This is an optimization exercise on Yosys and OpenROAD, whose aim is small area, a short achievable clock period and few clock cycles per item, not a production implementation.
In this exercise RTL edits were held to simulation tests only and were not proved equivalent to the original.

## flow/design.v

```verilog
package aesPkg;
    typedef logic [7:0] byteT;
    typedef logic [31:0] wordT;
    typedef logic [128-1:0] blockT;
    typedef logic [3:0] roundIdxT;
    typedef enum logic [1:0] {
        sIdle,
        sExpand,
        sRound,
        sDone
    } aesStateT;
endpackage
`timescale 1ns/1ns
module sBoxRom
(
    input  logic [7:0] u,
    output logic [7:0] s
);
    logic U0, U1, U2, U3, U4, U5, U6, U7;
    logic T1, T2, T3, T4, T5, T6, T7, T8, T9, T10, T11, T12, T13, T14, T15, T16, T17, T18, T19, T20, T21, T22, T23, T24, T25, T26, T27, M1, M2, M3, M4, M5, M6, M7, M8, M9, M10, M11, M12, M13, M14, M15, M16, M17, M18, M19, M20, M21, M22, M23, M24, M25, M26, M27, M28, M29, M30, M31, M32, M33, M34, M35, M36, M37, M38, M39, M40, M41, M42, M43, M44, M45, M46, M47, M48, M49, M50, M51, M52, M53, M54, M55, M56, M57, M58, M59, M60, M61, M62, M63, L0, L1, L2, L3, L4, L5, L6, L7, L8, L9, L10, L11, L12, L13, L14, L15, L16, L17, L18, L19, L20, L21, L22, L23, L24, L25, L26, L27, L28, L29, S0, S1, S2, S3, S4, S5, S6, S7;
    assign U0 = u[7];
    assign U1 = u[6];
    assign U2 = u[5];
    assign U3 = u[4];
    assign U4 = u[3];
    assign U5 = u[2];
    assign U6 = u[1];
    assign U7 = u[0];
    assign T1 = U0 ^ U3;
    assign T2 = U0 ^ U5;
    assign T3 = U0 ^ U6;
    assign T4 = U3 ^ U5;
    assign T5 = U4 ^ U6;
    assign T6 = T1 ^ T5;
    assign T7 = U1 ^ U2;
    assign T8 = U7 ^ T6;
    assign T9 = U7 ^ T7;
    assign T10 = T6 ^ T7;
    assign T11 = U1 ^ U5;
    assign T12 = U2 ^ U5;
    assign T13 = T3 ^ T4;
    assign T14 = T6 ^ T11;
    assign T15 = T5 ^ T11;
    assign T16 = T5 ^ T12;
    assign T17 = T9 ^ T16;
    assign T18 = U3 ^ U7;
    assign T19 = T7 ^ T18;
    assign T20 = T1 ^ T19;
    assign T21 = U6 ^ U7;
    assign T22 = T7 ^ T21;
    assign T23 = T2 ^ T22;
    assign T24 = T2 ^ T10;
    assign T25 = T20 ^ T17;
    assign T26 = T3 ^ T16;
    assign T27 = T1 ^ T12;
    assign M1 = T13 & T6;
    assign M2 = T23 & T8;
    assign M3 = T14 ^ M1;
    assign M4 = T19 & U7;
    assign M5 = M4 ^ M1;
    assign M6 = T3 & T16;
    assign M7 = T22 & T9;
    assign M8 = T26 ^ M6;
    assign M9 = T20 & T17;
    assign M10 = M9 ^ M6;
    assign M11 = T1 & T15;
    assign M12 = T4 & T27;
    assign M13 = M12 ^ M11;
    assign M14 = T2 & T10;
    assign M15 = M14 ^ M11;
    assign M16 = M3 ^ M2;
    assign M17 = M5 ^ T24;
    assign M18 = M8 ^ M7;
    assign M19 = M10 ^ M15;
    assign M20 = M16 ^ M13;
    assign M21 = M17 ^ M15;
    assign M22 = M18 ^ M13;
    assign M23 = M19 ^ T25;
    assign M24 = M22 ^ M23;
    assign M25 = M22 & M20;
    assign M26 = M21 ^ M25;
    assign M27 = M20 ^ M21;
    assign M28 = M23 ^ M25;
    assign M29 = M28 & M27;
    assign M30 = M26 & M24;
    assign M31 = M20 & M23;
    assign M32 = M27 & M31;
    assign M33 = M27 ^ M25;
    assign M34 = M21 & M22;
    assign M35 = M24 & M34;
    assign M36 = M24 ^ M25;
    assign M37 = M21 ^ M29;
    assign M38 = M32 ^ M33;
    assign M39 = M23 ^ M30;
    assign M40 = M35 ^ M36;
    assign M41 = M38 ^ M40;
    assign M42 = M37 ^ M39;
    assign M43 = M37 ^ M38;
    assign M44 = M39 ^ M40;
    assign M45 = M42 ^ M41;
    assign M46 = M44 & T6;
    assign M47 = M40 & T8;
    assign M48 = M39 & U7;
    assign M49 = M43 & T16;
    assign M50 = M38 & T9;
    assign M51 = M37 & T17;
    assign M52 = M42 & T15;
    assign M53 = M45 & T27;
    assign M54 = M41 & T10;
    assign M55 = M44 & T13;
    assign M56 = M40 & T23;
    assign M57 = M39 & T19;
    assign M58 = M43 & T3;
    assign M59 = M38 & T22;
    assign M60 = M37 & T20;
    assign M61 = M42 & T1;
    assign M62 = M45 & T4;
    assign M63 = M41 & T2;
    assign L0 = M61 ^ M62;
    assign L1 = M50 ^ M56;
    assign L2 = M46 ^ M48;
    assign L3 = M47 ^ M55;
    assign L4 = M54 ^ M58;
    assign L5 = M49 ^ M61;
    assign L6 = M62 ^ L5;
    assign L7 = M46 ^ L3;
    assign L8 = M51 ^ M59;
    assign L9 = M52 ^ M53;
    assign L10 = M53 ^ L4;
    assign L11 = M60 ^ L2;
    assign L12 = M48 ^ M51;
    assign L13 = M50 ^ L0;
    assign L14 = M52 ^ M61;
    assign L15 = M55 ^ L1;
    assign L16 = M56 ^ L0;
    assign L17 = M57 ^ L1;
    assign L18 = M58 ^ L8;
    assign L19 = M63 ^ L4;
    assign L20 = L0 ^ L1;
    assign L21 = L1 ^ L7;
    assign L22 = L3 ^ L12;
    assign L23 = L18 ^ L2;
    assign L24 = L15 ^ L9;
    assign L25 = L6 ^ L10;
    assign L26 = L7 ^ L9;
    assign L27 = L8 ^ L10;
    assign L28 = L11 ^ L14;
    assign L29 = L11 ^ L17;
    assign S0 = L6 ^ L24;
    assign S1 = ~(L16 ^ L26);
    assign S2 = ~(L19 ^ L28);
    assign S3 = L6 ^ L21;
    assign S4 = L20 ^ L22;
    assign S5 = L25 ^ L29;
    assign S6 = ~(L13 ^ L27);
    assign S7 = ~(L6 ^ L23);
    assign s[7] = S0;
    assign s[6] = S1;
    assign s[5] = S2;
    assign s[4] = S3;
    assign s[3] = S4;
    assign s[2] = S5;
    assign s[1] = S6;
    assign s[0] = S7;
endmodule
module sBoxFwd
(
    input  logic [7:0] a,
    output logic [7:0] y
);
    logic [7:0] u;
    logic [7:0] s;
    assign u = a;
    logic U0, U1, U2, U3, U4, U5, U6, U7;
    logic T1, T2, T3, T4, T5, T6, T7, T8, T9, T10, T11, T12, T13, T14, T15, T16, T17, T18, T19, T20, T21, T22, T23, T24, T25, T26, T27, M1, M2, M3, M4, M5, M6, M7, M8, M9, M10, M11, M12, M13, M14, M15, M16, M17, M18, M19, M20, M21, M22, M23, M24, M25, M26, M27, M28, M29, M30, M31, M32, M33, M34, M35, M36, M37, M38, M39, M40, M41, M42, M43, M44, M45, M46, M47, M48, M49, M50, M51, M52, M53, M54, M55, M56, M57, M58, M59, M60, M61, M62, M63, L0, L1, L2, L3, L4, L5, L6, L7, L8, L9, L10, L11, L12, L13, L14, L15, L16, L17, L18, L19, L20, L21, L22, L23, L24, L25, L26, L27, L28, L29, S0, S1, S2, S3, S4, S5, S6, S7;
    assign U0 = u[7];
    assign U1 = u[6];
    assign U2 = u[5];
    assign U3 = u[4];
    assign U4 = u[3];
    assign U5 = u[2];
    assign U6 = u[1];
    assign U7 = u[0];
    assign T1 = U0 ^ U3;
    assign T2 = U0 ^ U5;
    assign T3 = U0 ^ U6;
    assign T4 = U3 ^ U5;
    assign T5 = U4 ^ U6;
    assign T6 = T1 ^ T5;
    assign T7 = U1 ^ U2;
    assign T8 = U7 ^ T6;
    assign T9 = U7 ^ T7;
    assign T10 = T6 ^ T7;
    assign T11 = U1 ^ U5;
    assign T12 = U2 ^ U5;
    assign T13 = T3 ^ T4;
    assign T14 = T6 ^ T11;
    assign T15 = T5 ^ T11;
    assign T16 = T5 ^ T12;
    assign T17 = T9 ^ T16;
    assign T18 = U3 ^ U7;
    assign T19 = T7 ^ T18;
    assign T20 = T1 ^ T19;
    assign T21 = U6 ^ U7;
    assign T22 = T7 ^ T21;
    assign T23 = T2 ^ T22;
    assign T24 = T2 ^ T10;
    assign T25 = T20 ^ T17;
    assign T26 = T3 ^ T16;
    assign T27 = T1 ^ T12;
    assign M1 = T13 & T6;
    assign M2 = T23 & T8;
    assign M3 = T14 ^ M1;
    assign M4 = T19 & U7;
    assign M5 = M4 ^ M1;
    assign M6 = T3 & T16;
    assign M7 = T22 & T9;
    assign M8 = T26 ^ M6;
    assign M9 = T20 & T17;
    assign M10 = M9 ^ M6;
    assign M11 = T1 & T15;
    assign M12 = T4 & T27;
    assign M13 = M12 ^ M11;
    assign M14 = T2 & T10;
    assign M15 = M14 ^ M11;
    assign M16 = M3 ^ M2;
    assign M17 = M5 ^ T24;
    assign M18 = M8 ^ M7;
    assign M19 = M10 ^ M15;
    assign M20 = M16 ^ M13;
    assign M21 = M17 ^ M15;
    assign M22 = M18 ^ M13;
    assign M23 = M19 ^ T25;
    assign M24 = M22 ^ M23;
    assign M25 = M22 & M20;
    assign M26 = M21 ^ M25;
    assign M27 = M20 ^ M21;
    assign M28 = M23 ^ M25;
    assign M29 = M28 & M27;
    assign M30 = M26 & M24;
    assign M31 = M20 & M23;
    assign M32 = M27 & M31;
    assign M33 = M27 ^ M25;
    assign M34 = M21 & M22;
    assign M35 = M24 & M34;
    assign M36 = M24 ^ M25;
    assign M37 = M21 ^ M29;
    assign M38 = M32 ^ M33;
    assign M39 = M23 ^ M30;
    assign M40 = M35 ^ M36;
    assign M41 = M38 ^ M40;
    assign M42 = M37 ^ M39;
    assign M43 = M37 ^ M38;
    assign M44 = M39 ^ M40;
    assign M45 = M42 ^ M41;
    assign M46 = M44 & T6;
    assign M47 = M40 & T8;
    assign M48 = M39 & U7;
    assign M49 = M43 & T16;
    assign M50 = M38 & T9;
    assign M51 = M37 & T17;
    assign M52 = M42 & T15;
    assign M53 = M45 & T27;
    assign M54 = M41 & T10;
    assign M55 = M44 & T13;
    assign M56 = M40 & T23;
    assign M57 = M39 & T19;
    assign M58 = M43 & T3;
    assign M59 = M38 & T22;
    assign M60 = M37 & T20;
    assign M61 = M42 & T1;
    assign M62 = M45 & T4;
    assign M63 = M41 & T2;
    assign L0 = M61 ^ M62;
    assign L1 = M50 ^ M56;
    assign L2 = M46 ^ M48;
    assign L3 = M47 ^ M55;
    assign L4 = M54 ^ M58;
    assign L5 = M49 ^ M61;
    assign L6 = M62 ^ L5;
    assign L7 = M46 ^ L3;
    assign L8 = M51 ^ M59;
    assign L9 = M52 ^ M53;
    assign L10 = M53 ^ L4;
    assign L11 = M60 ^ L2;
    assign L12 = M48 ^ M51;
    assign L13 = M50 ^ L0;
    assign L14 = M52 ^ M61;
    assign L15 = M55 ^ L1;
    assign L16 = M56 ^ L0;
    assign L17 = M57 ^ L1;
    assign L18 = M58 ^ L8;
    assign L19 = M63 ^ L4;
    assign L20 = L0 ^ L1;
    assign L21 = L1 ^ L7;
    assign L22 = L3 ^ L12;
    assign L23 = L18 ^ L2;
    assign L24 = L15 ^ L9;
    assign L25 = L6 ^ L10;
    assign L26 = L7 ^ L9;
    assign L27 = L8 ^ L10;
    assign L28 = L11 ^ L14;
    assign L29 = L11 ^ L17;
    assign S0 = L6 ^ L24;
    assign S1 = ~(L16 ^ L26);
    assign S2 = ~(L19 ^ L28);
    assign S3 = L6 ^ L21;
    assign S4 = L20 ^ L22;
    assign S5 = L25 ^ L29;
    assign S6 = ~(L13 ^ L27);
    assign S7 = ~(L6 ^ L23);
    assign s[7] = S0;
    assign s[6] = S1;
    assign s[5] = S2;
    assign s[4] = S3;
    assign s[3] = S4;
    assign s[2] = S5;
    assign s[1] = S6;
    assign s[0] = S7;
    assign y = s;
endmodule
`timescale 1ns/1ns
module keyExpander
(
    input  logic          useLoad,
    input  logic          backward,
    input  aesPkg::byteT  rcon,
    input  aesPkg::blockT keyLoad,
    input  aesPkg::blockT keyIn,
    output aesPkg::blockT keyOut
);
    aesPkg::wordT w0, w1, w2, w3;
    aesPkg::wordT regSub;
    aesPkg::wordT subIn;
    aesPkg::wordT rot;
    aesPkg::wordT subOut;
    aesPkg::wordT t;
    aesPkg::wordT tFwd;
    aesPkg::wordT a2, a3;
    assign {w0, w1, w2, w3} = useLoad ? keyLoad : keyIn;
    assign regSub = backward ? (keyIn[31:0] ^ keyIn[63:32]) : keyIn[31:0];
    assign subIn  = useLoad ? keyLoad[31:0] : regSub;
    assign rot    = {subIn[23:0], subIn[31:24]};
    for (genvar b = 0; b < 4; b++) begin : gSubWord
        sBoxFwd box (
            .a (rot[8*b +: 8]),
            .y (subOut[8*b +: 8])
        );
    end
    assign t    = subOut ^ {rcon, 24'h000000};
    assign tFwd = backward ? 32'h0 : t;
    assign a2 = backward ? (w2 ^ w1) : ((w0 ^ w1) ^ w2);
    assign a3 = backward ? (w3 ^ w2) : ((w0 ^ w1) ^ (w2 ^ w3));
    assign keyOut = {w0 ^ t, (w0 ^ w1) ^ tFwd, a2 ^ tFwd, a3 ^ tFwd};
endmodule
`timescale 1ns/1ns
module cipherRound
(
    input  logic          decrypt,
    input  aesPkg::blockT stateIn,
    input  aesPkg::blockT roundKey,
    input  aesPkg::blockT dataIn,
    input  aesPkg::blockT key,
    input  logic          loadDecrypt,
    output aesPkg::blockT encNext,
    output aesPkg::blockT decNext,
    output aesPkg::blockT lastOut,
    output aesPkg::blockT encLoad,
    output aesPkg::blockT decStart
);
    localparam int BlockBits = 128;
    aesPkg::blockT encSub;
    aesPkg::blockT decKeyed;
    aesPkg::blockT mixIn;
    aesPkg::blockT mixOut;
    function automatic aesPkg::byteT xtime(input aesPkg::byteT a);
        xtime = {a[6:0], 1'b0} ^ (a[7] ? 8'h1b : 8'h00);
    endfunction
    function automatic aesPkg::byteT getByte(input aesPkg::blockT s, input int idx);
        getByte = s[BlockBits-1-8*idx -: 8];
    endfunction
    function automatic aesPkg::blockT shiftRows(input aesPkg::blockT s, input logic inv);
        aesPkg::blockT r;
        int src;
        r = '0;
        for (int c = 0; c < 4; c++) begin
            for (int row = 0; row < 4; row++) begin
                src = inv ? (c - row + 4) % 4 : (c + row) % 4;
                r[BlockBits-1-8*(4*c+row) -: 8] = s[BlockBits-1-8*(4*src+row) -: 8];
            end
        end
        shiftRows = r;
    endfunction
    function automatic aesPkg::blockT invAffineIn(input aesPkg::blockT s);
        aesPkg::blockT r;
        aesPkg::byteT a;
        for (int i = 0; i < 16; i++) begin
            a = s[8*i +: 8];
            r[8*i +: 8] = ({a[6:0], a[7]} ^ {a[4:0], a[7:5]}) ^ ({a[1:0], a[7:2]} ^ 8'h05);
        end
        invAffineIn = r;
    endfunction
    function automatic aesPkg::blockT invAffineKey(input aesPkg::blockT s, input aesPkg::blockT k);
        aesPkg::blockT r;
        aesPkg::byteT a;
        for (int i = 0; i < 16; i++) begin
            a = s[8*i +: 8];
            r[8*i +: 8] = ({a[6:0], a[7]} ^ {a[4:0], a[7:5]}) ^ ({a[1:0], a[7:2]} ^ (k[8*i +: 8] ^ 8'h05));
        end
        invAffineKey = r;
    endfunction
    function automatic aesPkg::blockT mixCols(input aesPkg::blockT s);
        aesPkg::blockT r;
        aesPkg::byteT a0, a1, a2, a3, p01, p12, p23, p30;
        r = '0;
        for (int c = 0; c < 4; c++) begin
            a0 = getByte(s, 4*c);
            a1 = getByte(s, 4*c+1);
            a2 = getByte(s, 4*c+2);
            a3 = getByte(s, 4*c+3);
            p01 = a0 ^ a1;
            p12 = a1 ^ a2;
            p23 = a2 ^ a3;
            p30 = a3 ^ a0;
            r[BlockBits-1-8*(4*c)   -: 8] = xtime(p01) ^ (a1 ^ p23);
            r[BlockBits-1-8*(4*c+1) -: 8] = xtime(p12) ^ (a2 ^ p30);
            r[BlockBits-1-8*(4*c+2) -: 8] = xtime(p23) ^ (a3 ^ p01);
            r[BlockBits-1-8*(4*c+3) -: 8] = xtime(p30) ^ (a0 ^ p12);
        end
        mixCols = r;
    endfunction
    function automatic aesPkg::byteT addMul4(input aesPkg::byteT a, input aesPkg::byteT q);
        aesPkg::byteT r;
        r[0] = a[0] ^ q[6];
        r[1] = a[1] ^ (q[7] ^ q[6]);
        r[2] = a[2] ^ (q[0] ^ q[7]);
        r[3] = a[3] ^ (q[1] ^ q[6]);
        r[4] = (a[4] ^ q[2]) ^ (q[7] ^ q[6]);
        r[5] = a[5] ^ (q[3] ^ q[7]);
        r[6] = a[6] ^ q[4];
        r[7] = a[7] ^ q[5];
        addMul4 = r;
    endfunction
    function automatic aesPkg::blockT preInvMix(input aesPkg::blockT s);
        aesPkg::blockT r;
        aesPkg::byteT a0, a1, a2, a3, u, v;
        r = '0;
        for (int c = 0; c < 4; c++) begin
            a0 = getByte(s, 4*c);
            a1 = getByte(s, 4*c+1);
            a2 = getByte(s, 4*c+2);
            a3 = getByte(s, 4*c+3);
            u = a0 ^ a2;
            v = a1 ^ a3;
            r[BlockBits-1-8*(4*c)   -: 8] = addMul4(a0, u);
            r[BlockBits-1-8*(4*c+1) -: 8] = addMul4(a1, v);
            r[BlockBits-1-8*(4*c+2) -: 8] = addMul4(a2, u);
            r[BlockBits-1-8*(4*c+3) -: 8] = addMul4(a3, v);
        end
        preInvMix = r;
    endfunction
    for (genvar i = 0; i < 16; i++) begin : gSub
        sBoxRom box (
            .u (stateIn[8*i +: 8]),
            .s (encSub[8*i +: 8])
        );
    end
    assign decKeyed = invAffineKey(encSub, roundKey);
    assign mixIn    = decrypt ? preInvMix(decKeyed) : encSub;
    assign mixOut   = mixCols(mixIn);
    assign encNext  = shiftRows(mixOut ^ roundKey, 1'b0);
    assign decNext  = invAffineIn(shiftRows(mixOut, 1'b1));
    assign lastOut  = decrypt ? decKeyed : (encSub ^ roundKey);
    assign encLoad  = shiftRows(dataIn ^ (key & {128{!loadDecrypt}}), 1'b0);
    assign decStart = invAffineIn(shiftRows(shiftRows(stateIn, 1'b1) ^ roundKey, 1'b1));
endmodule
`timescale 1ns/1ns
module aesController
(
    input  logic          clk,
    input  logic          rst,
    input  logic          start,
    input  logic          decrypt,
    input  aesPkg::blockT encNext,
    input  aesPkg::blockT decNext,
    input  aesPkg::blockT encLoad,
    input  aesPkg::blockT decStart,
    input  aesPkg::blockT keyNext,
    output aesPkg::blockT stateOut,
    output aesPkg::blockT keyOut,
    output aesPkg::byteT  rcon,
    output logic          keyLoad,
    output logic          keyBackward,
    output logic          decryptMode,
    output logic          ready,
    output logic          done
);
    localparam aesPkg::roundIdxT LastRound = 10;
    logic             busy;
    logic             expand;
    logic             decFirst;
    aesPkg::roundIdxT cnt;
    aesPkg::blockT    stateReg;
    aesPkg::blockT    keyReg;
    logic             accept;
    logic             expandLast;
    logic             lastRound;
    logic             midRound;
    logic             rdy;
    aesPkg::roundIdxT rconIdx;
    assign midRound  = busy && !expand && !decFirst;
    assign lastRound = busy && rdy;
    assign done      = lastRound;
    assign ready     = rdy;
    assign accept    = start && ready;
    assign stateOut   = stateReg;
    assign keyOut     = keyReg;
    assign keyLoad    = ready;
    assign expandLast = cnt == LastRound;
    assign rconIdx = ready ? 4'd1 : cnt;
    always_comb begin
        case (rconIdx)
            4'd1:    rcon = 8'h01;
            4'd2:    rcon = 8'h02;
            4'd3:    rcon = 8'h04;
            4'd4:    rcon = 8'h08;
            4'd5:    rcon = 8'h10;
            4'd6:    rcon = 8'h20;
            4'd7:    rcon = 8'h40;
            4'd8:    rcon = 8'h80;
            4'd9:    rcon = 8'h1b;
            4'd10:   rcon = 8'h36;
            default: rcon = 8'h00;
        endcase
    end
    always_ff @(posedge clk or posedge rst) begin
        if (rst) begin
            busy        <= 1'b0;
            expand      <= 1'b0;
            decryptMode <= 1'b0;
            keyBackward <= 1'b0;
            decFirst    <= 1'b0;
            rdy         <= 1'b1;
            cnt         <= '0;
        end else if (accept) begin
            rdy         <= 1'b0;
            busy        <= 1'b1;
            expand      <= decrypt;
            decryptMode <= decrypt;
            keyBackward <= 1'b0;
            decFirst    <= 1'b0;
            cnt         <= aesPkg::roundIdxT'(2);
        end else if (lastRound) begin
            busy <= 1'b0;
        end else if (busy) begin
            if (expand) begin
                if (expandLast) begin
                    expand      <= 1'b0;
                    keyBackward <= 1'b1;
                    decFirst    <= 1'b1;
                end else begin
                    cnt <= cnt + aesPkg::roundIdxT'(1);
                end
            end else begin
                decFirst <= 1'b0;
                if (decryptMode) begin
                    cnt <= cnt - aesPkg::roundIdxT'(1);
                    if (cnt == aesPkg::roundIdxT'(1) && !decFirst) begin
                        keyBackward <= 1'b0;
                        rdy         <= 1'b1;
                    end
                end else begin
                    cnt <= cnt + aesPkg::roundIdxT'(1);
                    if (cnt == LastRound) rdy <= 1'b1;
                end
            end
        end
    end
    always_ff @(posedge clk) begin
        if (midRound && decryptMode && !lastRound) begin
            stateReg <= decNext;
        end else if (midRound && !decryptMode && !lastRound) begin
            stateReg <= encNext;
        end else if (ready) begin
            stateReg <= encLoad;
        end else if (decFirst) begin
            stateReg <= decStart;
        end
    end
    always_ff @(posedge clk) begin
        keyReg <= keyNext;
    end
endmodule
`timescale 1ns/1ns
module aesCore
(
    input  logic  clk,
    input  logic  rst,
    input  logic  start,
    input  logic  decrypt,
    input  aesPkg::blockT key,
    input  aesPkg::blockT dataIn,
    output logic  ready,
    output logic  done,
    output aesPkg::blockT dataOut
);
    aesPkg::blockT encNext;
    aesPkg::blockT decNext;
    aesPkg::blockT stateReg;
    aesPkg::blockT encLoad;
    aesPkg::blockT decStart;
    aesPkg::blockT keyReg;
    aesPkg::blockT keyNext;
    aesPkg::byteT  rcon;
    logic          keyLoad;
    logic          keyBackward;
    logic          decryptMode;
    aesController controller (
        .clk         (clk),
        .rst         (rst),
        .start       (start),
        .decrypt     (decrypt),
        .encNext     (encNext),
        .decNext     (decNext),
        .encLoad     (encLoad),
        .decStart    (decStart),
        .keyNext     (keyNext),
        .stateOut    (stateReg),
        .keyOut      (keyReg),
        .rcon        (rcon),
        .keyLoad     (keyLoad),
        .keyBackward (keyBackward),
        .decryptMode (decryptMode),
        .ready       (ready),
        .done        (done)
    );
    keyExpander expander (
        .useLoad  (keyLoad),
        .backward (keyBackward),
        .rcon     (rcon),
        .keyLoad  (key),
        .keyIn    (keyReg),
        .keyOut   (keyNext)
    );
    cipherRound round (
        .decrypt  (decryptMode),
        .stateIn  (stateReg),
        .roundKey (keyReg),
        .dataIn   (dataIn),
        .key      (key),
        .loadDecrypt (decrypt),
        .encNext  (encNext),
        .decNext  (decNext),
        .lastOut  (dataOut),
        .encLoad  (encLoad),
        .decStart (decStart)
    );
endmodule
```

## flow/flow/run.sh

```bash
#!/bin/bash
# Layout flow: the standard flow (standard.sh) with these changes:
#  - synthesis maps the logic with ABC through flow/abc.script (area-oriented
#    mapping that keeps the XOR structure, then fanout buffering) instead of
#    ORFS's default script, and without delay cells; everything else in
#    synthesis is the standard flow's own synth_recipe.tcl;
#  - ports are buffered with sky130_fd_sc_hd__buf_1;
#  - timing repair aims at a setup slack margin of PRE_MARGIN ns (below) up to
#    clock tree synthesis and of POST_MARGIN ns after it.
# Each step's output goes to a log file in this folder (synth.log,
# place_cts.log, route_finish.log); ORFS's per-step logs are under orfs/logs/.
set -euo pipefail
work=$(pwd)
PRE_MARGIN=1.5
POST_MARGIN=0
abc_script=$work/flow/abc.script
dont_use="sky130_fd_sc_hd__clkdlybuf4s15_1 sky130_fd_sc_hd__clkdlybuf4s15_2 sky130_fd_sc_hd__clkdlybuf4s18_1 sky130_fd_sc_hd__clkdlybuf4s18_2 sky130_fd_sc_hd__clkdlybuf4s25_1 sky130_fd_sc_hd__clkdlybuf4s25_2 sky130_fd_sc_hd__clkdlybuf4s50_1 sky130_fd_sc_hd__clkdlybuf4s50_2 sky130_fd_sc_hd__dlygate4sd1_1 sky130_fd_sc_hd__dlygate4sd2_1 sky130_fd_sc_hd__dlygate4sd3_1 sky130_fd_sc_hd__dlymetal6s2s_1 sky130_fd_sc_hd__dlymetal6s4s_1 sky130_fd_sc_hd__dlymetal6s6s_1"
{
  echo "# synth_recipe.tcl with ABC run through $abc_script and without delay cells"
  echo 'proc abc {args} {'
  echo '  set i [lsearch -exact $args -script]'
  echo "  if {\$i >= 0} { lset args [expr {\$i + 1}] {$abc_script} }"
  echo "  foreach c {$dont_use} { lappend args -dont_use \$c }"
  echo '  yosys abc {*}$args'
  echo '}'
  cat "$work/synth_recipe.tcl"
} > "$work/flow_synth.tcl"
ports="BUFFER_PORTS_ARGS=-buffer_cell sky130_fd_sc_hd__buf_1"
bash "$work/standard.sh" synth SYNTH_SCRIPT="$work/flow_synth.tcl" > "$work/synth.log" 2>&1
bash "$work/standard.sh" cts "$ports" SETUP_SLACK_MARGIN=$PRE_MARGIN > "$work/place_cts.log" 2>&1
bash "$work/standard.sh" finish "$ports" SETUP_SLACK_MARGIN=$POST_MARGIN > "$work/route_finish.log" 2>&1
```

## flow/flow/abc.script

```
strash
dch
map -a
topo
stime -c
buffer -c
```

## flow/standard.sh

```bash
#!/bin/bash
# synth_recipe.tcl (not shown) runs the flow's synth.tcl, then flattens the netlist and writes it again
# the make line also repeats each setting of config.mk as NAME=value (left out here)
make -C /OpenROAD-flow-scripts/flow DESIGN_CONFIG=/design/flow/config.mk WORK_HOME=/design/flow/orfs CLKGATE_MAP_FILE= SYNTH_SCRIPT=/design/flow/synth_recipe.tcl "${@:-finish}"
```

## flow/config.mk

```make
export PLATFORM = sky130hd
export DESIGN_NAME = aesCore
export DESIGN_NICKNAME = aesCore
export VERILOG_FILES = /design/flow/design.v
export SDC_FILE = /design/flow/constraint.sdc
export NUM_CORES = 8
export LEC_CHECK = 0
export CAP_MARGIN = 20
export CORE_MARGIN = 2
export CORE_UTILIZATION = 55
export PLACE_DENSITY = 0.65
export SLEW_MARGIN = 20
```

## flow/constraint.sdc

```tcl
create_clock -name core_clock -period 10.0 [get_ports {clk}]
set_input_delay 2.0000 -clock core_clock [delete_from_list [all_inputs] [get_ports {clk}]]
set_output_delay 2.0000 -clock core_clock [all_outputs]
set_load 0.01 [all_outputs]
```

==> impl_metrics.csv, run 1 <==
group,metric,value,unit
run_status,outcome,"timing/DRC/antenna clean",
worst_hold_path,hold_path_end,"controller.decFirst",
timing,tightestPinTransition,1.25,ns
timing,layout_min_cycle_time,8.82,ns
worst_setup_path,end_kind,"flop",
logic_synthesis,synth_seq_cells,266,
worst_setup_path,ff2ff_path_depth,38,
clock_tree,cts_root_buf,"clkbuf_16",
floorplan,fp.coreArea,0.110,mm^2
timing,fin_skew,0.0402,ns
logic_synthesis,async_flop_share,3.76,%
routing,postRouteAntennaNets,0,
global_route,antenna_found_initial,16,
global_route,grt_start_max_net_pins,157,
timing,setup_viol_count_final,0,
placed_design,numPortBuffers,389,
worst_setup_path,crit_path_top_delay_cell,"a31oi_2",
floorplan,rows,122,
clock_tree,hold_buffers,0,
worst_hold_path,hold_depth,2,
worst_setup_path,arrival,9.15,ns
timing,relSlewSlack,14.6,%
worst_setup_path,worst_ep_required_time,10.33,ns
worst_setup_path,path_common_cell,"xor2_1",
floorplan,initial_utilization,55.2,%
timing,fin_crit_sh,88.2,%
clock_tree,clkSlewWorstSetupHoldPaths,0.07,ns
worst_setup_path,reg2reg_from,"controller.stateReg[105]",
worst_setup_path,rr_endpoint,"controller.stateReg[84]",
placed_design,pre_cts_ws,0.634,ns
logic_synthesis,synth_nets,9237,
worst_hold_path,hp-class,"reg -> reg",
finish,nets,9499,
logic_synthesis,synth_edf_count,128,
finish,post-route-cell-area,0.0633,mm^2
worst_setup_path,cp_max_fo,5,
clock_tree,clock-sinks,266,
logic_synthesis,synth_cell_types,56,
clock_tree,cts_max_level,2,
logic_synthesis,yosysSeqAreaShare,10.9,%
global_route,grt.overflow.total,0,
clock_tree,clk_latency,0.62,ns
clock_tree,numCtsBuffers,37,
finish,drive_above_1_share,6.31,%
timing,report.final.slew_viol_count,0,
clock_tree,cts_tree,"done",
global_route,grt_pass1_wl,359,mm
routing,wl_per_cell,23.4,um
worst_hold_path,min-delay-start,"controller.decFirst",
worst_setup_path,crit_path_start_kind,"flop",
logic_synthesis,synth_ff_type,"edfxtp_1",
routing,viasPerCell,5.68,
logic_synthesis,syn_area_per_cell,6.81,um^2
timing,hold_slack,0.532,ns
placed_design,dpl_cell_area,0.0612,mm^2
routing,wirelength,251,mm
worst_setup_path,cp_slowest_stage_delay,0.49,ns
finish,syn2layout_area_growth,3.99,%
logic_synthesis,syn_area,0.0608,mm^2
timing,fin_setup_tns,0,ns
timing,hold_violations,0,
worst_setup_path,path_class,"reg -> reg",
worst_setup_path,r2r_slack,1.18,ns
placed_design,gp_congestion,1.08,
timing,fin_ws,1.18,ns
floorplan,die_h,337,um
floorplan,die_width,337,um
logic_synthesis,netlist_instances,8929,
timing,rsz0062_at_grt,"no",
run,maxCapViolations,0,
floorplan,die_area,0.113,mm^2
global_route,grtUsageTotal,42.6,%
routing,via_count,60900,
floorplan,io_pins,390,
routing,drt-initial-drc-count,6997,
placed_design,dp_hpwl,209,mm
timing,max_freq,0.113,GHz
routing,first_pass_iters,6,
routing,drc_errors,0,
clock_tree,clockBufferDepth,3,
logic_synthesis,ys.warnings.count,2,
global_route,grt_pass1_vias,55600,
sequential cells by signal, indices dropped and copies added, names as in the netlist:
register / flops
controller.cnt: 4
controller.keyBackward: 1
controller.stateReg: 128
controller.rdy: 1
controller.expand: 1
controller.decryptMode: 1
controller.decFirst: 1
controller.busy: 1
controller.keyReg: 128
stage by stage:
step / std cells / utilization, %
6_report: 10700 / 57.4
3_5_place_dp: 10600 / 55.6
3_3_place_gp: 10600 / 55.5
5_1_grt: 10700 / 57.4
4_1_cts: 10700 / 57.4
2_1_floorplan: 8929 / -
routing by layer:
metal | GRT usage [%] | wire length [um]
met1 | 56.5 | 101000
met2 | 65.2 | 106000
met4 | 20.6 | 14700
met5 | 0 | 93
met3 | 9.31 | 29300
cell usage after synthesis, types with 9 or more instances:
cell / count / area [um^2]
xor2_1: 1832 / 16000
a211oi_1: 24 / 180
inv_1: 928 / 3480
dfrtp_1: 9 / 225
nand3b_1: 10 / 75.1
o21ai_1: 13 / 65.1
nand4_1: 34 / 213
o21a_1: 10 / 75.1
o211ai_1: 42 / 315
xnor2_1: 1080 / 9460
edfxtp_1: 128 / 3840
clkbuf_2: 26 / 130
a21oi_1: 442 / 2210
o31ai_1: 60 / 450
o21ai_0: 530 / 2650
nand2_1: 1909 / 7170
o221ai_1: 19 / 166
dfxtp_1: 128 / 2560
a22oi_1: 57 / 428
nand2_2: 17 / 106
and3_2: 24 / 180
or2_2: 239 / 1500
ha_1: 48 / 601
clkbuf_8: 192 / 2640
bufbuf_16: 22 / 716
buf_4: 27 / 203
nor2_1: 604 / 2270
nand3_1: 236 / 1180
mux2i_1: 9 / 90.1
a221oi_1: 36 / 315
a31oi_1: 26 / 163
o21bai_1: 30 / 225
nor3_1: 61 / 305
o22ai_1: 29 / 181
cell families (layout without fill, tap and decap cells):
kind of cell / count (synthesis) / count (layout) / share of synthesized area [%]
AND/OR/NAND/NOR: 3137 / 3137 / 21.4
adder cells (fa/ha/maj): 48 / 48 / 0.987
buffers and inverters: 1203 / 1494 / 11.9
multiplexers: 9 / 9 / 0.148
XOR/XNOR: 2912 / 2912 / 41.9
AO/OA/AOI/OAI: 1354 / 1354 / 12.7
other: 0 / 3 / 0
flip-flops: 266 / 266 / 10.9
critical path, delay by kind of cell (launching register included):
family | cells | cell delay (ns)
AOI/OAI and AO/OA | 3 | 0.69
xor gates and xnor gates | 16 | 4.21
adders and majority gates | 1 | 0.27
buffers and inverters | 4 | 0.38
DFF | 1 | 0.45
and+or+nand+nor | 14 | 2.50
area by class of cell:
class                           count  area (um^2)
Antenna cell                        3         7.51
Timing Repair Buffer              494         2280
Clock buffer                       46          980
Fill cell                       11200        46900
Sequential cell                   266         6670
Clock inverter                     22          191
Multi-Input combinational cell   7460        47800
Inverter                          932         3530
Tap cell                         1488         1860
layout by cell type (no fill, tap or decap), types with 30 or more instances in the layout:
cell type / n
nor3_1: 61
o31ai_1: 58
nand2_1: 1903
a221oi_1: 34
nand4_1: 34
buf_4: 101
ha_1: 48
buf_1: 388
or2_2: 239
dfxtp_1: 128
edfxtp_1: 128
a21oi_1: 433
o211ai_1: 42
xor2_2: 69
xnor2_1: 1064
nand3_1: 236
clkbuf_16: 37
xor2_1: 1762
nor2_1: 599
o21bai_1: 30
inv_1: 925
a22oi_1: 55
o21ai_0: 513
timing repair:
| item | 4_1_cts | 5_1_grt |
|---|---|---|
| resized for setup | 123 | 0 |
| endpoints found under the setup margin | 179 | 0 |
| endpoints found under the hold margin | 0 | 0 |
| buffers inserted | 14 | 0 |
how the worst max path moves through the flow:
stage                        startpoint                 endpoint  slack (ns)  cells past startpoint
6_report       controller.stateReg[105]  controller.stateReg[84]        1.18                     38
3_3_place_gp    controller.stateReg[49]  controller.stateReg[85]        0.33                     40
2_1_floorplan   controller.stateReg[33]  controller.stateReg[22]        2.74                     39
3_5_place_dp    controller.stateReg[33]  controller.stateReg[84]        0.63                     40
5_1_grt        controller.stateReg[117]  controller.stateReg[84]        0.60                     39
4_1_cts        controller.stateReg[101]  controller.stateReg[84]        1.34                     35
Testbench counts, summed over its fixed seeds: cycles 11,340, items 768.
==> inputs of run 2 (changes only) <==
--- a/flow/flow/run.sh
+++ b/flow/flow/run.sh
@@ -1,7 +1,7 @@
 #!/bin/bash
 # Layout flow: the standard flow (standard.sh) with these changes:
 #  - synthesis maps the logic with ABC through flow/abc.script (area-oriented
-#    mapping that keeps the XOR structure, then fanout buffering) instead of
+#    &nf mapping after choice computation, then fanout buffering) instead of
 #    ORFS's default script, and without delay cells; everything else in
 #    synthesis is the standard flow's own synth_recipe.tcl;
 #  - ports are buffered with sky130_fd_sc_hd__buf_1;
@@ -11,7 +11,7 @@
 # place_cts.log, route_finish.log); ORFS's per-step logs are under orfs/logs/.
 set -euo pipefail
 work=$(pwd)
-PRE_MARGIN=1.5
+PRE_MARGIN=2
 POST_MARGIN=0
 abc_script=$work/flow/abc.script
 dont_use="sky130_fd_sc_hd__clkdlybuf4s15_1 sky130_fd_sc_hd__clkdlybuf4s15_2 sky130_fd_sc_hd__clkdlybuf4s18_1 sky130_fd_sc_hd__clkdlybuf4s18_2 sky130_fd_sc_hd__clkdlybuf4s25_1 sky130_fd_sc_hd__clkdlybuf4s25_2 sky130_fd_sc_hd__clkdlybuf4s50_1 sky130_fd_sc_hd__clkdlybuf4s50_2 sky130_fd_sc_hd__dlygate4sd1_1 sky130_fd_sc_hd__dlygate4sd2_1 sky130_fd_sc_hd__dlygate4sd3_1 sky130_fd_sc_hd__dlymetal6s2s_1 sky130_fd_sc_hd__dlymetal6s4s_1 sky130_fd_sc_hd__dlymetal6s6s_1"
==> flow/flow/abc.script (replaced) <==
strash
&get -n
&st
&dch
&nf -R 1000
&put
topo
stime -c
buffer -c
--- a/flow/config.mk
+++ b/flow/config.mk
@@ -10,3 +10,4 @@
 export CORE_UTILIZATION = 55
 export PLACE_DENSITY = 0.65
 export SLEW_MARGIN = 20
+export TNS_END_PERCENT = 30
==> run 2 against run 1 <==
Still clean. Clock skew decreased by 0.0044 ns. Cell area grew 1.1%. Worst setup slack gained 0.48 ns. Synthesized cell count decreased by 21%. Routed wire length fell by 10%. Via count fell by 18%. Utilization grew 2.5 points. Critical path depth down 8. First-iteration DRC count shrank 26%. Register-to-register slack improved by 0.48 ns. Synthesized area is 3.1% lower. Critical path type unchanged. Critical endpoint is now controller.stateReg[108]. Largest cell class unchanged. Highest routed layer unchanged.
==> impl_metrics.csv, run 2 <==
group,metric,value,unit
run_status,outcome,"timing/DRC/antenna clean",
logic_synthesis,synth_fa_ha_area_share,1.02,%
worst_setup_path,crit_path_start_kind,"flop",
logic_synthesis,synth_top_family_by_area,"XOR/XNOR gates",
clock_tree,clockBufferDepth,3,
timing,report.final.slew_viol_count,0,
routing,first_pass_iters,6,
worst_hold_path,hold_depth,2,
logic_synthesis,async_flop_share,3.76,%
global_route,grt_busiest_layer,"met2",
floorplan,io_pins,390,
clock_tree,clock-sinks,266,
finish,post-route-cell-area,0.0639,mm^2
worst_hold_path,hp-class,"reg -> reg",
clock_tree,hold_buffers,0,
worst_setup_path,end_kind,"flop",
routing,viasPerCell,5.64,
routing,wl_per_cell,25.5,um
timing,tightestPinTransition,1.14,ns
floorplan,rows,120,
timing,hold_violations,0,
timing,fin_setup_tns,0,ns
worst_setup_path,path_common_cell,"xnor2_1",
routing,drc_errors,0,
routing,wirelength,225,mm
global_route,grt_pass1_vias,48400,
global_route,antenna_found_initial,10,
clock_tree,cts_root_buf,"clkbuf_16",
clock_tree,clk_latency,0.60,ns
timing,layout_min_cycle_time,8.33,ns
finish,top_regs,"controller.keyReg x128, controller.stateReg x128, controller.cnt x4",
worst_hold_path,min-delay-start,"controller.keyReg[109]",
routing,via_count,49800,
timing,max_freq,0.120,GHz
worst_setup_path,path_class,"reg -> reg",
global_route,gr-usage-met1,53.2,%
logic_synthesis,syn_area,0.0590,mm^2
worst_setup_path,reg2reg_from,"controller.stateReg[61]",
worst_setup_path,arrival,8.61,ns
floorplan,fp.coreArea,0.107,mm^2
logic_synthesis,synth_cell_types,56,
placed_design,dp_hpwl,185,mm
worst_setup_path,cp_slowest_stage_delay,0.65,ns
finish,nets,7698,
clock_tree,cts_max_level,2,
timing,setup_viol_count_final,0,
logic_synthesis,synthSimpleGateAreaFrac,10.9,%
logic_synthesis,synth_most_common_cell,"xnor2_1",
logic_synthesis,synth_seq_cells,266,
timing,fin_crit_sh,83.3,%
logic_synthesis,ys.warnings.count,2,
logic_synthesis,synth_compound_area_share,9.35,%
global_route,grt_start_max_net_pins,214,
finish,drive_above_1_share,14.0,%
placed_design,gp_congestion,1.09,
floorplan,initial_utilization,55.3,%
global_route,use_met3,8.08,%
worst_setup_path,r2r_slack,1.67,ns
logic_synthesis,synth_edf_count,128,
routing,drt-initial-drc-count,5211,
placed_design,numPortBuffers,389,
run,maxCapViolations,0,
global_route,met2_usage,60.3,%
clock_tree,numCtsBuffers,36,
worst_setup_path,rr_endpoint,"controller.stateReg[108]",
finish,final_common_cell,"xnor2_1",
placed_design,dpl_cell_area,0.0590,mm^2
global_route,grtUsageTotal,39.5,%
logic_synthesis,synth_ff_type,"edfxtp_1",
logic_synthesis,synth_area_leaders,"xnor2_1 39%, xor2_1 16%, edfxtp_1 6.5%, clkbuf_8 5.5%, dfxtp_1 4.3%",
routing,postRouteAntennaNets,0,
timing,fin_skew,0.0358,ns
timing,relSlewSlack,23.8,%
logic_synthesis,synth_xor_area_share,55.7,%
worst_hold_path,hold_path_end,"controller.keyReg[109]",
logic_synthesis,synth_nets,7351,
clock_tree,clkSlewWorstSetupHoldPaths,0.06,ns
finish,final_cell_mix,"2400 x xnor2_1, 1044 x xor2_1, 564 x nor2_1",
logic_synthesis,yosysSeqAreaShare,11.3,%
global_route,grt_pass1_wl,324,mm
timing,rsz0062_at_grt,"no",
worst_setup_path,ff2ff_path_depth,30,
logic_synthesis,yosys.area.top_type,"xnor2_1",
floorplan,die_area,0.110,mm^2
logic_synthesis,synth_top_area_share,39.2,%
logic_synthesis,yosys-top-cells-count,"2637 x xnor2_1, 1111 x xor2_1, 565 x nor2_1",
logic_synthesis,netlist_instances,7043,
global_route,grt.overflow.total,0,
logic_synthesis,syn_area_per_cell,8.37,um^2
floorplan,die_h,331,um
floorplan,die_width,331,um
finish,syn2layout_area_growth,8.40,%
worst_setup_path,crit_path_top_delay_cell,"a21oi_1",
logic_synthesis,synth_mux_area_share,2.84,%
worst_setup_path,cp_max_fo,5,
worst_setup_path,worst_ep_required_time,10.28,ns
clock_tree,cts_tree,"done",
==> run 2: cell count changes in the layout (fill, tap and decap cells not counted), moves of 112 or more <==
cell     previous run  this run
mux2i_1             9       162
and2b_2             0       134
buf_4             101       309
nand3_1           236         8
xnor2_2            16       207
xnor2_1          1064      2400
a21oi_1           433       321
nand2_1          1903       482
xor2_1           1762      1044
or2_2             239        10
o21ai_0           513       375
inv_1             925        89
==> run 2: logic make-up (layout without fill, tap and decap cells) <==
group / Yosys count / after routing
compound gates: 986 / 986
xor+xnor: 3750 / 3750
fa+ha+maj: 48 / 48
buf+inv: 482 / 856
flops: 266 / 266
mux: 167 / 167
other cells: 0 / 4
simple gates: 1344 / 1344
==> run 2: worst max-delay path by stage <==
| stage | start | end | slack [ns] | cells past startpoint |
|---|---|---|---|---|
| floorplan | controller.stateReg[60] | controller.stateReg[110] | 2.48 | 32 |
| global placement | controller.stateReg[81] | controller.stateReg[100] | 0.51 | 30 |
| detailed placement | controller.stateReg[119] | controller.stateReg[81] | 0.49 | 31 |
| CTS | controller.stateReg[47] | dataOut[43] | 1.87 | 24 |
| global route | controller.stateReg[47] | controller.stateReg[68] | 1.02 | 32 |
| finish | controller.stateReg[61] | controller.stateReg[108] | 1.67 | 30 |
==> run 2: metal layers <==
layer | wire length (um) | vias to the layer above
met2 | 96000 | 2273
met4 | 12000 | 4
met5 | 27 | -
met1 | 94700 | 24000
met3 | 22000 | 437
li1 | - | 23100
==> run 2: metrics by stage <==
step	hold slack, ns	utilization (%)	std cells	setup WS [ns]
3_3_place_gp	0.587	55.3	8656	0.514
5_1_grt	0.641	59.9	8820	1.02
2_1_floorplan	0.517	-	7043	2.48
6_report	0.618	59.9	8824	1.67
3_5_place_dp	0.605	55.3	8656	0.486
4_1_cts	0.617	59.9	8820	1.87
==> run 2: area by class of cell <==
type	count	area, um^2
Antenna cell	4	10.0
Clock buffer	53	1090
Clock inverter	12	171
Fill cell	9741	42800
Inverter	90	343
Multi-Input combinational cell	6295	50100
Sequential cell	266	6670
Tap cell	1403	1760
Timing Repair Buffer	701	3840
==> run 2: what timing repair did <==
item                       in CTS  in global routing
setup endpoints to repair     256                  0
hold endpoints to repair        0                  0
resized for setup             407                  0
buffers inserted               99                  0
==> run 2: worst max-delay path, delay by kind of cell, from the launching register on <==
kind / cells / cell delay, ns
flops: 1 / 0.51
compound gates: 4 / 1.19
simple gates: 2 / 0.18
buf+inv: 2 / 0.26
fa+ha+maj: 1 / 0.30
xor+xnor: 21 / 5.55
==> inputs of run 3 (changes only) <==
--- a/flow/design.v
+++ b/flow/design.v
@@ -319,6 +319,243 @@
     assign s[0] = S7;
     assign y = s;
 endmodule
+module invMixCol
+(
+    input  logic [7:0] c0,
+    input  logic [7:0] c1,
+    input  logic [7:0] c2,
+    input  logic [7:0] c3,
+    output logic [7:0] r0,
+    output logic [7:0] r1,
+    output logic [7:0] r2,
+    output logic [7:0] r3
+);
+    logic g0, g1, g2, g3, g4, g5, g6, g7, g8, g9, g10, g11, g12, g13, g14, g15;
+    logic g16, g17, g18, g19, g20, g21, g22, g23, g24, g25, g26, g27, g28, g29, g30, g31;
+    logic g32, g33, g34, g35, g36, g37, g38, g39, g40, g41, g42, g43, g44, g45, g46, g47;
+    logic g48, g49, g50, g51, g52, g53, g54, g55, g56, g57, g58, g59, g60, g61, g62, g63;
+    logic g64, g65, h0, h1, h2, h3, h4, h5, h6, h7, h8, h9, h10, h11, h12, h13;
+    logic h14, h15, h16, h17, h18, h19, h20, h21, h22, h23, h24, h25, h26, h27, h28, h29;
+    logic h30, h31, h32, h33, h34, h35, h36, h37, h38, h39, h40, h41, h42, h43, h44, h45;
+    logic h46, h47, h48, h49, h50, h51, h52, h53, h54, h55, h56, h57, h58, h59, h60, h61;
+    logic h62, h63, h64, h65, h66, h67, h68, h69, h70, h71, h72, h73, h74, h75, h76, h77;
+    logic h78, h79, h80, h81, h82, h83, h84, h85, h86, h87, h88, h89, h90, h91, h92, h93;
+    logic h94, h95, h96, h97, h98, h99, h100, h101, h102, h103, h104, h105, h106, h107, h108, h109;
+    logic h110, h111, h112, h113, h114;
+    assign g0 = c0[2] ^ c0[5];
+    assign g1 = c1[2] ^ c1[5];
+    assign g2 = c2[2] ^ c2[5];
+    assign g3 = c3[2] ^ c3[5];
+    assign g4 = c0[3] ^ c0[6];
+    assign g5 = c1[7] ^ c3[7];
+    assign g6 = c1[3] ^ c1[6];
+    assign g7 = c2[3] ^ c2[6];
+    assign g8 = c0[7] ^ c2[7];
+    assign g9 = c3[3] ^ c3[6];
+    assign g10 = c2[0] ^ c2[4];
+    assign g11 = c0[0] ^ c0[4];
+    assign g12 = c1[0] ^ c1[4];
+    assign g13 = c3[0] ^ c3[4];
+    assign g14 = c0[1] ^ g0;
+    assign g15 = c1[1] ^ g1;
+    assign g16 = c3[1] ^ g3;
+    assign g17 = c2[1] ^ g2;
+    assign g18 = g4 ^ g5;
+    assign g19 = g6 ^ g8;
+    assign g20 = g11 ^ g7;
+    assign g21 = g12 ^ g9;
+    assign g22 = c3[4] ^ g14;
+    assign g23 = c0[4] ^ g15;
+    assign g24 = c1[4] ^ g17;
+    assign g25 = c2[4] ^ g16;
+    assign g26 = c1[1] ^ c1[6];
+    assign g27 = c2[1] ^ c2[6];
+    assign g28 = c3[1] ^ c3[6];
+    assign g29 = c0[1] ^ c0[6];
+    assign g30 = c0[0] ^ g10;
+    assign g31 = g11 ^ g6;
+    assign g32 = c0[5] ^ g13;
+    assign g33 = g12 ^ g7;
+    assign g34 = g10 ^ g7;
+    assign g35 = g13 ^ g4;
+    assign g36 = c3[0] ^ g14;
+    assign g37 = c2[0] ^ g16;
+    assign g38 = g20 ^ g5;
+    assign g39 = g21 ^ g8;
+    assign g40 = c1[0] ^ g17;
+    assign g41 = c1[5] ^ c3[5];
+    assign g42 = c1[6] ^ c3[6];
+    assign g43 = c0[6] ^ c2[6];
+    assign g44 = c0[3] ^ g1;
+    assign g45 = c2[7] ^ g2;
+    assign g46 = c0[1] ^ g9;
+    assign g47 = c1[3] ^ g28;
+    assign g48 = c3[7] ^ g3;
+    assign g49 = c2[3] ^ g29;
+    assign g50 = c0[7] ^ g0;
+    assign g51 = g1 ^ g9;
+    assign g52 = c3[3] ^ g26;
+    assign g53 = c2[7] ^ g30;
+    assign g54 = g27 ^ g44;
+    assign g55 = c1[1] ^ g20;
+    assign g56 = g19 ^ g32;
+    assign g57 = g15 ^ g48;
+    assign g58 = c2[1] ^ g21;
+    assign g59 = g15 ^ g6;
+    assign g60 = c2[5] ^ g18;
+    assign g61 = c3[5] ^ g19;
+    assign g62 = g36 ^ g4;
+    assign g63 = g31 ^ g37;
+    assign g64 = g13 ^ g24;
+    assign g65 = g35 ^ g40;
+    assign h0 = c2[3] ^ g26;
+    assign h1 = g41 ^ g18;
+    assign h2 = h0 ^ g22;
+    assign h3 = g53 ^ h1;
+    assign r0[0] = h2 ^ h3;
+    assign h4 = c2[4] ^ g11;
+    assign h5 = g42 ^ g14;
+    assign h6 = h4 ^ g54;
+    assign r0[1] = h5 ^ h6;
+    assign h7 = c1[0] ^ g14;
+    assign h8 = g18 ^ g31;
+    assign h9 = g45 ^ h7;
+    assign r0[2] = h8 ^ h9;
+    assign h10 = c0[7] ^ c1[7];
+    assign h11 = g12 ^ h10;
+    assign h12 = h11 ^ g55;
+    assign r0[3] = g62 ^ h12;
+    assign h13 = c3[1] ^ g10;
+    assign h14 = g8 ^ h13;
+    assign h15 = g23 ^ h14;
+    assign r0[4] = g62 ^ h15;
+    assign h16 = c0[2] ^ c1[7];
+    assign h17 = h16 ^ g54;
+    assign r0[5] = g63 ^ h17;
+    assign h18 = c1[5] ^ c2[6];
+    assign h19 = g11 ^ g3;
+    assign h20 = g4 ^ h18;
+    assign h21 = g19 ^ g46;
+    assign h22 = h19 ^ h20;
+    assign h23 = g24 ^ h21;
+    assign r0[6] = h22 ^ h23;
+    assign h24 = c1[5] ^ c1[6];
+    assign h25 = c2[2] ^ h24;
+    assign h26 = h25 ^ g22;
+    assign h27 = g38 ^ g39;
+    assign r0[7] = h26 ^ h27;
+    assign h28 = c1[0] ^ c2[5];
+    assign h29 = c3[3] ^ c3[7];
+    assign h30 = g27 ^ h28;
+    assign h31 = h29 ^ h30;
+    assign h32 = g23 ^ g56;
+    assign r1[0] = h31 ^ h32;
+    assign h33 = c3[4] ^ g12;
+    assign h34 = g2 ^ g43;
+    assign h35 = g15 ^ g47;
+    assign h36 = h33 ^ h34;
+    assign r1[1] = h35 ^ h36;
+    assign h37 = c2[0] ^ g19;
+    assign h38 = g33 ^ g57;
+    assign r1[2] = h37 ^ h38;
+    assign h39 = c1[7] ^ g53;
+    assign h40 = g58 ^ g59;
+    assign r1[3] = h39 ^ h40;
+    assign h41 = c0[0] ^ c0[1];
+    assign h42 = g5 ^ h41;
+    assign h43 = h42 ^ g59;
+    assign r1[4] = g64 ^ h43;
+    assign h44 = c1[2] ^ g33;
+    assign h45 = g45 ^ g47;
+    assign h46 = g36 ^ h44;
+    assign r1[5] = h45 ^ h46;
+    assign h47 = c1[1] ^ c3[6];
+    assign h48 = g0 ^ g6;
+    assign h49 = h47 ^ g33;
+    assign h50 = h48 ^ g25;
+    assign h51 = g60 ^ h49;
+    assign r1[6] = h50 ^ h51;
+    assign h52 = c2[6] ^ c3[2];
+    assign h53 = g10 ^ h52;
+    assign h54 = h53 ^ g23;
+    assign h55 = g39 ^ g60;
+    assign r1[7] = h54 ^ h55;
+    assign h56 = c0[3] ^ c0[7];
+    assign h57 = c2[0] ^ g28;
+    assign h58 = g41 ^ h56;
+    assign h59 = h57 ^ h58;
+    assign h60 = g24 ^ g38;
+    assign r2[0] = h59 ^ h60;
+    assign h61 = c0[4] ^ g10;
+    assign h62 = g3 ^ g42;
+    assign h63 = g17 ^ g49;
+    assign h64 = h61 ^ h62;
+    assign r2[1] = h63 ^ h64;
+    assign h65 = c3[0] ^ g5;
+    assign h66 = g9 ^ g17;
+    assign h67 = g34 ^ g50;
+    assign h68 = h65 ^ h66;
+    assign r2[2] = h67 ^ h68;
+    assign h69 = c2[7] ^ c3[1];
+    assign h70 = c3[7] ^ h69;
+    assign h71 = g34 ^ h70;
+    assign r2[3] = h71 ^ g65;
+    assign h72 = g8 ^ g25;
+    assign h73 = g40 ^ g55;
+    assign r2[4] = h72 ^ h73;
+    assign h74 = c2[2] ^ g9;
+    assign h75 = g30 ^ g49;
+    assign h76 = h74 ^ g57;
+    assign r2[5] = h75 ^ h76;
+    assign h77 = c0[6] ^ c2[1];
+    assign h78 = h77 ^ g34;
+    assign h79 = g51 ^ g22;
+    assign h80 = g61 ^ h78;
+    assign r2[6] = h79 ^ h80;
+    assign h81 = c0[2] ^ c3[6];
+    assign h82 = g10 ^ h81;
+    assign h83 = g18 ^ h82;
+    assign h84 = g61 ^ h83;
+    assign r2[7] = g64 ^ h84;
+    assign h85 = c0[5] ^ c1[3];
+    assign h86 = c1[7] ^ c2[5];
+    assign h87 = c3[0] ^ g29;
+    assign h88 = h85 ^ h86;
+    assign h89 = h87 ^ h88;
+    assign h90 = g25 ^ g39;
+    assign r3[0] = h89 ^ h90;
+    assign h91 = c1[4] ^ g0;
+    assign h92 = g13 ^ g43;
+    assign h93 = g16 ^ g52;
+    assign h94 = h91 ^ h92;
+    assign r3[1] = h93 ^ h94;
+    assign h95 = c0[0] ^ c1[7];
+    assign h96 = g8 ^ h95;
+    assign h97 = g16 ^ g35;
+    assign h98 = g51 ^ h96;
+    assign r3[2] = h97 ^ h98;
+    assign h99 = c0[7] ^ c3[7];
+    assign h100 = g13 ^ h99;
+    assign h101 = g46 ^ h100;
+    assign r3[3] = h101 ^ g63;
+    assign h102 = g5 ^ g22;
+    assign h103 = g37 ^ g58;
+    assign r3[4] = h102 ^ h103;
+    assign h104 = c3[2] ^ g50;
+    assign h105 = g52 ^ h104;
+    assign r3[5] = g65 ^ h105;
+    assign h106 = c1[6] ^ c3[1];
+    assign h107 = g2 ^ g7;
+    assign h108 = g9 ^ h106;
+    assign h109 = g18 ^ g32;
+    assign h110 = h107 ^ h108;
+    assign h111 = g23 ^ h109;
+    assign r3[6] = h110 ^ h111;
+    assign h112 = c0[6] ^ c1[2];
+    assign h113 = h112 ^ g25;
+    assign h114 = g38 ^ g56;
+    assign r3[7] = h113 ^ h114;
+endmodule
 `timescale 1ns/1ns
 module keyExpander
 (
@@ -371,8 +608,8 @@
     localparam int BlockBits = 128;
     aesPkg::blockT encSub;
     aesPkg::blockT decKeyed;
-    aesPkg::blockT mixIn;
     aesPkg::blockT mixOut;
+    aesPkg::blockT decMix;
     function automatic aesPkg::byteT xtime(input aesPkg::byteT a);
         xtime = {a[6:0], 1'b0} ^ (a[7] ? 8'h1b : 8'h00);
     endfunction
@@ -429,36 +666,6 @@
         end
         mixCols = r;
     endfunction
-    function automatic aesPkg::byteT addMul4(input aesPkg::byteT a, input aesPkg::byteT q);
-        aesPkg::byteT r;
-        r[0] = a[0] ^ q[6];
-        r[1] = a[1] ^ (q[7] ^ q[6]);
-        r[2] = a[2] ^ (q[0] ^ q[7]);
-        r[3] = a[3] ^ (q[1] ^ q[6]);
-        r[4] = (a[4] ^ q[2]) ^ (q[7] ^ q[6]);
-        r[5] = a[5] ^ (q[3] ^ q[7]);
-        r[6] = a[6] ^ q[4];
-        r[7] = a[7] ^ q[5];
-        addMul4 = r;
-    endfunction
-    function automatic aesPkg::blockT preInvMix(input aesPkg::blockT s);
-        aesPkg::blockT r;
-        aesPkg::byteT a0, a1, a2, a3, u, v;
-        r = '0;
-        for (int c = 0; c < 4; c++) begin
-            a0 = getByte(s, 4*c);
-            a1 = getByte(s, 4*c+1);
-            a2 = getByte(s, 4*c+2);
-            a3 = getByte(s, 4*c+3);
-            u = a0 ^ a2;
-            v = a1 ^ a3;
-            r[BlockBits-1-8*(4*c)   -: 8] = addMul4(a0, u);
-            r[BlockBits-1-8*(4*c+1) -: 8] = addMul4(a1, v);
-            r[BlockBits-1-8*(4*c+2) -: 8] = addMul4(a2, u);
-            r[BlockBits-1-8*(4*c+3) -: 8] = addMul4(a3, v);
-        end
-        preInvMix = r;
-    endfunction
     for (genvar i = 0; i < 16; i++) begin : gSub
         sBoxRom box (
             .u (stateIn[8*i +: 8]),
@@ -466,10 +673,21 @@
         );
     end
     assign decKeyed = invAffineKey(encSub, roundKey);
-    assign mixIn    = decrypt ? preInvMix(decKeyed) : encSub;
-    assign mixOut   = mixCols(mixIn);
+    assign mixOut   = mixCols(encSub);
     assign encNext  = shiftRows(mixOut ^ roundKey, 1'b0);
-    assign decNext  = invAffineIn(shiftRows(mixOut, 1'b1));
+    for (genvar c = 0; c < 4; c++) begin : gInvMix
+        invMixCol mix (
+            .c0 (decKeyed[BlockBits-1-8*(4*c)   -: 8]),
+            .c1 (decKeyed[BlockBits-1-8*(4*c+1) -: 8]),
+            .c2 (decKeyed[BlockBits-1-8*(4*c+2) -: 8]),
+            .c3 (decKeyed[BlockBits-1-8*(4*c+3) -: 8]),
+            .r0 (decMix[BlockBits-1-8*(4*c)   -: 8]),
+            .r1 (decMix[BlockBits-1-8*(4*c+1) -: 8]),
+            .r2 (decMix[BlockBits-1-8*(4*c+2) -: 8]),
+            .r3 (decMix[BlockBits-1-8*(4*c+3) -: 8])
+        );
+    end
+    assign decNext  = shiftRows(decMix, 1'b1) ^ {16{8'h05}};
     assign lastOut  = decrypt ? decKeyed : (encSub ^ roundKey);
     assign encLoad  = shiftRows(dataIn ^ (key & {128{!loadDecrypt}}), 1'b0);
     assign decStart = invAffineIn(shiftRows(shiftRows(stateIn, 1'b1) ^ roundKey, 1'b1));
--- a/flow/flow/run.sh
+++ b/flow/flow/run.sh
@@ -1,7 +1,7 @@
 #!/bin/bash
 # Layout flow: the standard flow (standard.sh) with these changes:
 #  - synthesis maps the logic with ABC through flow/abc.script (area-oriented
-#    &nf mapping after choice computation, then fanout buffering) instead of
+#    mapping that keeps the XOR structure, then fanout buffering) instead of
 #    ORFS's default script, and without delay cells; everything else in
 #    synthesis is the standard flow's own synth_recipe.tcl;
 #  - ports are buffered with sky130_fd_sc_hd__buf_1;
@@ -11,7 +11,7 @@
 # place_cts.log, route_finish.log); ORFS's per-step logs are under orfs/logs/.
 set -euo pipefail
 work=$(pwd)
-PRE_MARGIN=2
+PRE_MARGIN=1.5
 POST_MARGIN=0
 abc_script=$work/flow/abc.script
 dont_use="sky130_fd_sc_hd__clkdlybuf4s15_1 sky130_fd_sc_hd__clkdlybuf4s15_2 sky130_fd_sc_hd__clkdlybuf4s18_1 sky130_fd_sc_hd__clkdlybuf4s18_2 sky130_fd_sc_hd__clkdlybuf4s25_1 sky130_fd_sc_hd__clkdlybuf4s25_2 sky130_fd_sc_hd__clkdlybuf4s50_1 sky130_fd_sc_hd__clkdlybuf4s50_2 sky130_fd_sc_hd__dlygate4sd1_1 sky130_fd_sc_hd__dlygate4sd2_1 sky130_fd_sc_hd__dlygate4sd3_1 sky130_fd_sc_hd__dlymetal6s2s_1 sky130_fd_sc_hd__dlymetal6s4s_1 sky130_fd_sc_hd__dlymetal6s6s_1"
==> flow/flow/abc.script (replaced) <==
strash
dch
map -a
topo
stime -c
buffer -c
--- a/flow/config.mk
+++ b/flow/config.mk
@@ -10,4 +10,3 @@
 export CORE_UTILIZATION = 55
 export PLACE_DENSITY = 0.65
 export SLEW_MARGIN = 20
-export TNS_END_PERCENT = 30
==> run 3 against run 2 <==
Still clean on timing, DRC and antenna. Register-to-register slack about the same. Worst setup slack got worse by 0.49 ns. Clock skew increased by 0.0051 ns. Synthesized area increased by 9.2%. Synthesized cell count increased by 36%. Critical path depth increased by 3. Worst hold slack got worse by 0.046 ns.
==> impl_metrics.csv, run 3 <==
group,metric,value,unit
placed_design,numPortBuffers,389,
worst_setup_path,cp_slowest_stage_delay,0.47,ns
finish,drive_above_1_share,7.40,%
global_route,grt_pass1_vias,60300,
worst_setup_path,r2r_slack,1.66,ns
floorplan,die_h,346,um
clock_tree,cts_max_level,2,
timing,relSlewSlack,14.4,%
global_route,gr-usage-met1,59.0,%
routing,viasPerCell,5.77,
timing,report.final.slew_viol_count,0,
run_status,outcome,"timing/DRC/antenna clean",
placed_design,dp_hpwl,235,mm
worst_hold_path,hp-class,"reg -> reg",
worst_setup_path,cp_max_fo,7,
worst_setup_path,crit_path_top_delay_cell,"edfxtp_1",
worst_setup_path,path_common_cell,"inv_1",
worst_setup_path,path_class,"reg -> out",
timing,rsz0062_at_grt,"no",
logic_synthesis,synth_cell_types,52,
finish,nets,10100,
logic_synthesis,ys.warnings.count,2,
timing,tightestPinTransition,1.28,ns
placed_design,pre_cts_ws,1.46,ns
clock_tree,numCtsBuffers,37,
logic_synthesis,synth_top_area_share,30.0,%
floorplan,fp.coreArea,0.116,mm^2
floorplan,rows,125,
worst_setup_path,crit_path_start_kind,"flop",
floorplan,io_pins,390,
finish,final_common_cell,"xor2_1",
routing,drc_errors,0,
timing,fin_skew,0.0409,ns
floorplan,die_area,0.120,mm^2
run,maxCapViolations,0,
timing,setup_viol_count_final,0,
timing,hold_violations,0,
worst_setup_path,endpoint,"dataOut[109]",
logic_synthesis,synth_nets,9854,
logic_synthesis,async_flop_share,3.76,%
routing,wl_per_cell,25.1,um
worst_setup_path,worst_ep_required_time,8.00,ns
clock_tree,cts_root_buf,"clkbuf_16",
clock_tree,clock-sinks,266,
worst_setup_path,crit_start,"controller.stateReg[105]",
==> run 3: cell count changes in the layout (fill, tap and decap cells not counted), sizes merged, moves of 225 or more <==
cell and change:
nand2 +1832, xnor2 -1658, xor2 +1092, buf -225, nand3 +306, or2 +317
inv +943
==> run 3: area by class of cell <==
class                   count  area, um^2
multi-input cells        7991       51100
fillers                 11700       49100
flip-flops and latches    266        6670
inverters                1041        3940
repair buffers            476        2150
well taps                1524        1910
clock buffers              51        1090
clock inverters            16         181
diodes                      6        15.0
==> run 3: worst min path at each step <==
stage,endpoint,startpoint,slack (ns)
2_1_floorplan,controller.decFirst,controller.decFirst,0.50
3_3_place_gp,controller.decFirst,controller.decFirst,0.54
3_5_place_dp,controller.decFirst,controller.decFirst,0.55
4_1_cts,controller.decFirst,controller.decFirst,0.57
5_1_grt,controller.decFirst,controller.decFirst,0.59
6_report,controller.decFirst,controller.decFirst,0.57
==> run 3: stage by stage <==
stage / utilization, % / instance area, um^2 / cells
CTS: 57.7 / 67100 / 11400
global route: 57.7 / 67100 / 11400
detailed placement: 55.9 / 65000 / 11300
floorplan: - / 64400 / 9546
finish: 57.7 / 67100 / 11400
global placement: 55.9 / 65000 / 11300
==> run 3: worst max-delay path: cells and delay by family, from the launching register on <==
| family | cells | cell delay [ns] |
|---|---|---|
| DFF | 1 | 0.47 |
| adders and majority gates | 1 | 0.29 |
| and+or+nand+nor | 15 | 2.80 |
| xor gates and xnor gates | 6 | 1.10 |
| buffers and inverters | 8 | 0.75 |
| AOI/OAI and AO/OA | 3 | 0.76 |
==> run 3: what timing repair did <==
| item | CTS | global route |
|---|---|---|
| hold buffers | 0 | 0 |
| buffers inserted | 21 | 0 |
| gates resized for setup | 139 | 0 |
| setup endpoints to repair | 104 | 0 |
==> run 3: kinds of logic (layout without fill, tap and decap cells) <==
logic type / after synthesis / after routing / share of synthesized area [%]
AOI/OAI and AO/OA: 1214 / 1214 / 10.5
DFF: 266 / 266 / 10.3
adders and majority gates: 48 / 48 / 0.933
and+or+nand+nor: 3530 / 3530 / 23.4
muxes: 17 / 17 / 0.264
other: 0 / 6 / 0
xor gates and xnor gates: 3182 / 3182 / 43.3
buffers and inverters: 1289 / 1584 / 11.3
==> run 3: layer usage <==
metal | up-vias | wire [um]
met2 | 4260 | 111000
met4 | 22 | 22100
met1 | 30300 | 111000
li1 | 30200 | -
met3 | 840 | 40400
met5 | - | 157
Testbench counts of run 3, summed over its fixed seeds: cycles 11,340, items 768.

[afterwards: timing with drivers on the ports]
The flow's constraints put no driver on any port. The routed layouts listed below were extracted and timed again, unchanged, in two steps. Step 1 sets driving cells, clkbuf_16 on the clock port and buf_2 on the other inputs (assumed; they add their load-dependent delay and slew). Step 2, shift: input delay + t, output delay - t, t = (earliest + latest rising clock arrival at the registers) / 2. This alone moves slack from input paths to output paths. Slacks: ideal ports / drivers / drivers and shift; pairs: ideal ports / drivers.
run	t (ns)	setup slack, ns	worst setup path after step 2	clock arrival spread, ns	worst slew at a driven data input, ns
run 1	0.676	1.184 / 1.162 / 1.177	input to register	0.040 / 0.040	0.22
run 2	0.650	1.667 / 1.602 / 1.587	input to register	0.036 / 0.036	0.08
run 3	0.705	1.178 / 1.093 / 1.563	input to register	0.041 / 0.041	0.16
After both steps setup and hold are still met in every run listed. For run 2, which loses most, drivers alone change the setup slack by -0.065 ns; drivers and shift together by -0.080 ns.
